Context: an optimization exercise on an open-source flow, tuned for small area and a short achievable clock period. The choices shown serve that exercise and are no tape-out recipe. Only simulation tests tie the RTL to the original design; equivalence was not proved. Power figures rest on the tool's default switching activity, not on a simulated workload.

==> flow/design.v, too long to show whole: its modules and the start of the top module <==
// module rvv_backend_mulmac_lanes: 106 lines
// module rvv_mulmac_benc: 20 lines
// module rvv_mulmac_mul33: 2393 lines
// module rvv_mulmac_addhi: 158 lines
// module rvv_mulmac_sel: 3 lines
// module rvv_mulmac_xor: 3 lines
// module rvv_mulmac_xnor: 3 lines
// module rvv_mulmac_fa: 4 lines
// module rvv_mulmac_ha: 4 lines
// module rvv_mulmac_pop: 15 lines
// module rvv_mulmac_rdy: 3 lines
module rvv_backend_mulmac_lanes #(
  parameter int unsigned NUM_LANE = 2,
  parameter int unsigned LAT      = 3,
  parameter int unsigned OP_W     = 32,
  parameter int unsigned TAG_W    = 6
) (
  input  logic                               clk,
  input  logic                               rst,
  input  logic                               trap_flush_rvv,
  input  logic [$clog2(NUM_LANE+1)-1:0]      rs2ex_fifo_cnt,
  input  logic [NUM_LANE*OP_W-1:0]           rs2ex_uop_a,
  input  logic [NUM_LANE*OP_W-1:0]           rs2ex_uop_b,
  input  logic [NUM_LANE-1:0]                rs2ex_uop_signed,
  input  logic [NUM_LANE*TAG_W-1:0]          rs2ex_uop_tag,
  output logic [NUM_LANE-1:0]                ex2rs_fifo_pop,
  output logic [NUM_LANE-1:0]                ex2rob_valid,
  output logic [NUM_LANE*2*OP_W-1:0]         ex2rob_result,
  output logic [NUM_LANE*TAG_W-1:0]          ex2rob_tag,
  input  logic [NUM_LANE-1:0]                rob2ex_ready
);
  // ...
==> flow/flow/run.sh <==
#!/bin/bash
# The standard ORFS layout (standard.sh, unchanged synthesis), with two changes to how
# the layout is optimised: the setup repair aims for a larger slack margin, and the port
# buffers are plain buffers (buf_1) rather than delay buffers. The SDC is the standard flow's.
set -euo pipefail
bash standard.sh SETUP_SLACK_MARGIN=6.6 "BUFFER_PORTS_ARGS=-buffer_cell sky130_fd_sc_hd__buf_1" finish > standard_flow.log 2>&1
==> flow/standard.sh <==
#!/bin/bash
# synth_recipe.tcl (not shown) runs the flow's synth.tcl, then flattens the netlist and writes it again
# the make line also repeats each setting of config.mk as NAME=value (left out here)
make -C /OpenROAD-flow-scripts/flow DESIGN_CONFIG=/design/flow/config.mk WORK_HOME=/design/flow/orfs CLKGATE_MAP_FILE= SYNTH_SCRIPT=/design/flow/synth_recipe.tcl "${@:-finish}"
==> flow/config.mk <==
export PLATFORM = sky130hd
export DESIGN_NAME = rvv_backend_mulmac_lanes
export DESIGN_NICKNAME = rvv_backend_mulmac_lanes
export VERILOG_FILES = /design/flow/design.v
export SDC_FILE = /design/flow/constraint.sdc
export NUM_CORES = 4
export LEC_CHECK = 0
export CAP_MARGIN = 20
export CORE_MARGIN = 2
export CORE_UTILIZATION = 70
export CTS_BUF_LIST = sky130_fd_sc_hd__clkbuf_4
export CTS_CLUSTER_SIZE = 20
export SLEW_MARGIN = 20
export SYNTH_HIERARCHICAL = 1
export SYNTH_MINIMUM_KEEP_SIZE = 0
==> flow/constraint.sdc <==
create_clock -name core_clock -period 11.5 [get_ports {clk}]
set_input_delay 2.3000 -clock core_clock [delete_from_list [all_inputs] [get_ports {clk}]]
set_output_delay 2.3000 -clock core_clock [all_outputs]
set_load 0.01 [all_outputs]
==> flow_summary_export.csv, run 1 <==
group,metric,value,unit
layout,multi_input_comb_area,0.0432,sq mm
worst_setup_path,path_buf_inv,2,
worst_setup_path,critical_path.cell_chain,"buf_2 -> nor4_4 -> buf_2",
place,place_area,0.0646,sq mm
sta,rsz0062_at_grt,"true",
synthesis,synth_area_leaders,"fa_1 33%, edfxtp_1 26%, xor2_1 16%",
sta,slew_violations,0,
place,io_buffers,292,
layout,buffers,466,
layout,n_all_inverters,204,
layout,largest_reg_flops,128,
clocking,cts_root_buffer,"clkbuf_4",
sta,timing.fmax,193,MHz
synthesis,syn_area_per_cell,12.3,sq um
run_status,outcome,"no timing/DRC/antenna violations",
power,pg_seq,5.06,mW
routing,dr.max_layer_used,"met5",
synthesis,synth_flop_cell,"edfxtp_1",
floorplanning,initial_core_util,0.703,
power,ir_drop,0.271,mV
worst_setup_path,crit_required,9.20,ns
global_route,met3_usage,0.157,
global_route,grt_max_degree,157,
worst_setup_path,r2r-end,"g_lane[0].cy1_q$_DFFE_PP_",
layout,stdcell_area,0.0666,sq mm
layout,antenna_cells,2,
global_route,grt_pass1_vias,51100,
==> run 2, diff against run 1 <==
==> flow/flow/run.sh (replaced) <==
#!/bin/bash
# The standard ORFS layout (standard.sh, unchanged synthesis), with two changes to how
# the layout is optimised: the setup repair aims for a larger slack margin, and the port
# buffers are plain buffers (buf_2) rather than delay buffers. The SDC is the standard flow's.
set -euo pipefail
bash standard.sh SETUP_SLACK_MARGIN=6.4 "BUFFER_PORTS_ARGS=-buffer_cell sky130_fd_sc_hd__buf_2" finish > standard_flow.log 2>&1
--- a/flow/config.mk
+++ b/flow/config.mk
@@ -10,4 +10,2 @@
 export CORE_UTILIZATION = 70
-export CTS_BUF_LIST = sky130_fd_sc_hd__clkbuf_4
-export CTS_CLUSTER_SIZE = 20
 export SLEW_MARGIN = 20
==> run 2 against run 1 <==
Net effect:
- still clean
- maximum frequency increased by 0.16%
- die area unchanged
- sequential power about the same
- wire length decreased by 0.60%
- combinational power about the same
- largest power group unchanged
==> flow_summary_export.csv, run 2 <==
group,metric,value,unit
sta,period_share,0.450,
synthesis,syn_area_per_cell,12.3,sq um
synthesis,ys_ff_latch,560,
global_route,grt_max_degree,149,
routing,met1_length,67.7,mm
worst_setup_path,r2r_slack,6.71,ns
floorplanning,dieHeight,304,microns
layout,fillCellCount,6087,
synthesis,synthArstFlopShare,0,
routing,wl_per_cell,28.2,microns
worst_setup_path,r2r-end,"g_lane[1].lo1_q[15]$_DFFE_PP_",
clocking,path_clk_slew,0.06,ns
worst_setup_path,arrival,2.88,ns
synthesis,synth_flop_cell,"edfxtp_1",
routing,drc,0,
routing,vias_per_cell,7.12,
worst_setup_path,crit_end,"ex2rs_fifo_pop[1]",
min_path,min_from,"g_lane[0].tag_q[1][1]$_DFFE_PP_",
routing,vias,46900,
power,ir_drop,0.313,mV
flow_run,cap_violations,0,
sta,worst_clock_skew,0.103,ns
routing,drtIter0Drc,6515,
layout,drive_gt1_frac,0.109,
worst_setup_path,cp-startpoint,"rob2ex_ready[0]",
place,dp_cells,6459,
place,io_buffers,292,
floorplanning,initial_core_util,0.703,
global_route,antenna_found_initial,17,
floorplanning,coreArea,0.0896,sq mm
layout,fin_util,0.748,
layout,final_common_cell,"xor2_1",
global_route,grt_pass1_wl,289,mm
sta,finalHoldViolations,0,
clocking,worstSkewPairLatency,0.74,ns
worst_setup_path,critPathCaptureType,"primary output",
routing,postRouteAntennaNets,0,
layout,top_register,"g_lane.res2_q",
routing,wl_met2,78.7,mm
floorplanning,rows,110,
worst_setup_path,crit_type,"in -> out",
clocking,h-tree-depth,2,
synthesis,synth_top_area_cell,"fa_1",
synthesis,synth_nets,6452,
global_route,grt_pass1_vias,50700,
layout,stdcell_count,6585,
clocking,cts_buffer_depth,3,
place,dp_hpwl,113,mm
synthesis,yosysWarnings,9,
power,power_density,329,mW/mm^2
place,place_area,0.0649,sq mm
sta,setup-tns-final,0,ns
global_route,track_usage,0.409,
layout,nNetsFinal,6678,
min_path,hold_class,"reg -> reg",
synthesis,synth_area_leaders,"fa_1 33%, edfxtp_1 26%, xor2_1 16%",
routing,routed_wirelength,186,mm
sta,rsz0062_at_grt,"true",
synthesis,syn-instance-count,5123,
worst_setup_path,worst-r2r-cell-count,13,
clocking,ctsHoldBuffers,0,
floorplanning,die_area,0.0924,sq mm
layout,syn_to_final_growth,6.49,%
sta,layout_min_cycle_time,5.18,ns
synthesis,yosys-top-cells-count,"1129 x xor2_1, 1080 x o22ai_1, 1030 x fa_1",
clocking,cts_root_buffer,"clkbuf_16",
synthesis,synthDistinctLibCells,67,
synthesis,yosysMostFrequentCell,"xor2_1",
routing,dr.max_layer_used,"met5",
worst_setup_path,crit_required,9.20,ns
routing,firstDrtPassIters,8,
layout,stdcell_area,0.0671,sq mm
worst_setup_path,startpoint_type,"primary input",
sta,max_slew_margin,0.336,
floorplanning,die_x,304,microns
synthesis,ys_seq_area_frac,0.266,
global_route,grt_overflow,0,
synthesis,syn_area,0.0630,sq mm
worst_setup_path,worstReg2RegStart,"g_lane[1].nax_q[10]$_DFFE_PP_",
clocking,cts_tree,"yes",
synthesis,synth_top_area_frac,0.327,
sta,timing.fmax,193,MHz
sta,setup_viol,0,
synthesis,synth_edf_count,554,
routing,wl_met3,28.3,mm
sta,worst_slew_pin_slew,0.996,ns
sta,slew_violations,0,
floorplanning,boundaryPins,293,
power,p_leak,27.1,nW
run_status,outcome,"no timing/DRC/antenna violations",
worst_setup_path,cp_max_fo,2,
place,gp_congestion,0.917,
clocking,clock_sinks,560,
clocking,numCtsBuffers,60,
layout,reg_top3,"g_lane.res2_q (128), g_lane.hc1_q (94), g_lane.hs1_q (94)",
layout,largest_reg_flops,128,
layout,layout_common_cells,"1129 x xor2_1, 1080 x o22ai_1, 1030 x fa_1, 554 x edfxtp_1, 290 x buf_2",
==> run 2: worst max-delay path, cell delays in order <==
cell	delay, ns
buf_8	0.10
nor2b_4	0.13
and4b_1	0.21
buf_2	0.14
==> run 2: layout make-up <==
cell class              instances  area, sq um  share of cell area
inverters                     204          766              0.0114
clock inverters                49          543             0.00810
diodes                          8         20.0            0.000299
repair buffers                468         2810              0.0419
flip-flops and latches        560        16800               0.250
well taps                    1176         1470              0.0219
clock buffers                  65         1520              0.0227
multi-input cells            4055        43200               0.644
==> run 2: repair_timing <==
| action | 4_1_cts | 5_1_grt |
|---|---|---|
| setup buffers | 2 | 2 |
| pin swaps | 0 | 2 |
| endpoints found under the setup margin | 2 | 2 |
| resized for setup | 4 | 3 |
==> run 2: cells by family (layout without fill, tap and decap cells) <==
group | count (synthesis) | after routing | synth area share
other cells | 2 | 10 | 0.000119
fa+ha+maj | 1194 | 1194 | 0.360
flops | 560 | 560 | 0.266
mux | 6 | 6 | 0.000954
xor+xnor | 1209 | 1209 | 0.168
simple gates | 341 | 341 | 0.0259
compound gates | 1303 | 1303 | 0.130
buf+inv | 508 | 786 | 0.0488
==> run 2: report_power, final <==
part	internal [mW]	switching (mW)	leakage, nW
clock	1.17	0.879	1.01
combinational	6.68	8.28	20.2
sequential	4.52	0.558	5.87
==> run 2: Yosys stat by module, one instance, submodules excluded <==
module	cells	area (sq um)	copies in the design	flops+latches
rvv_backend_mulmac_lanes	799	18500	1	560
rvv_mulmac_mul33	254	1600	2	0
rvv_mulmac_addhi	128	776	2	0
rvv_mulmac_benc	113	659	2	0
rvv_mulmac_pop	6	50.0	1	0
rvv_mulmac_fa	1	20.0	1028	0
rvv_mulmac_ha	1	12.5	88	0
rvv_mulmac_xnor	1	8.76	32	0
rvv_mulmac_xor	1	8.76	1120	0
rvv_mulmac_rdy	1	6.26	4	0
rvv_mulmac_sel	1	6.26	1056	0
==> run 2: how the worst min path moves through the flow <==
| stage | endpoint | cells past startpoint |
|---|---|---|
| final | g_lane[0].tag_q[2][1]$_DFFE_PP_ | 0 |
| after CTS | g_lane[0].tag_q[2][1]$_DFFE_PP_ | 0 |
| after detailed placement | g_lane[0].res2_q[5]$_DFFE_PP_ | 0 |
| after floorplan | g_lane[0].res2_q[0]$_DFFE_PP_ | 0 |
| after global placement | g_lane[0].res2_q[5]$_DFFE_PP_ | 0 |
| after global routing | g_lane[0].tag_q[2][1]$_DFFE_PP_ | 0 |
==> run 2: layer usage <==
layer  GRT usage  up-vias
li1            -    18800
met1       0.562    23100
met2       0.591     4004
met3       0.136      973
met4       0.197       20
met5           0        -
==> run 2: per-stage QoR <==
step	total power, mW	hold slack (ns)	setup slack [ns]
floorplan	20.2	0.400	6.51
global placement	19.3	0.402	6.31
detailed placement	19.9	0.405	6.29
CTS	22.1	0.385	6.32
global route	24.2	0.396	6.30
finish	22.1	0.367	6.32

[afterwards: timing with drivers on the ports]
How much do the figures lean on ideal ports? The routed layouts below were timed once more, with nothing changed but the port constraints.
Step 1 (the two cells are an assumption about what drives the block):
set clk [get_ports {clk}]
set_driving_cell -lib_cell sky130_fd_sc_hd__clkbuf_16 $clk
set_driving_cell -lib_cell sky130_fd_sc_hd__buf_2 [delete_from_list [all_inputs] $clk]
Step 2 also shifts input and output timing later by t, the mid clock arrival at the registers, as if the neighbouring blocks saw the same clock.
a / b / c = ideal / step 1 / step 2; a / b = the first two.
run	shift t [ns]	setup WS [ns]	hold WS [ns]
run 1	1.094	6.312 / 6.264 / 6.264	0.388 / 0.388 / 0.388
run 2	0.760	6.320 / 6.278 / 6.256	0.367 / 0.367 / 0.367
After both steps setup and hold are still met in every run listed. The setup slack of run 2, which loses most, moves by -0.042 ns with the drivers and by -0.064 ns with both steps.
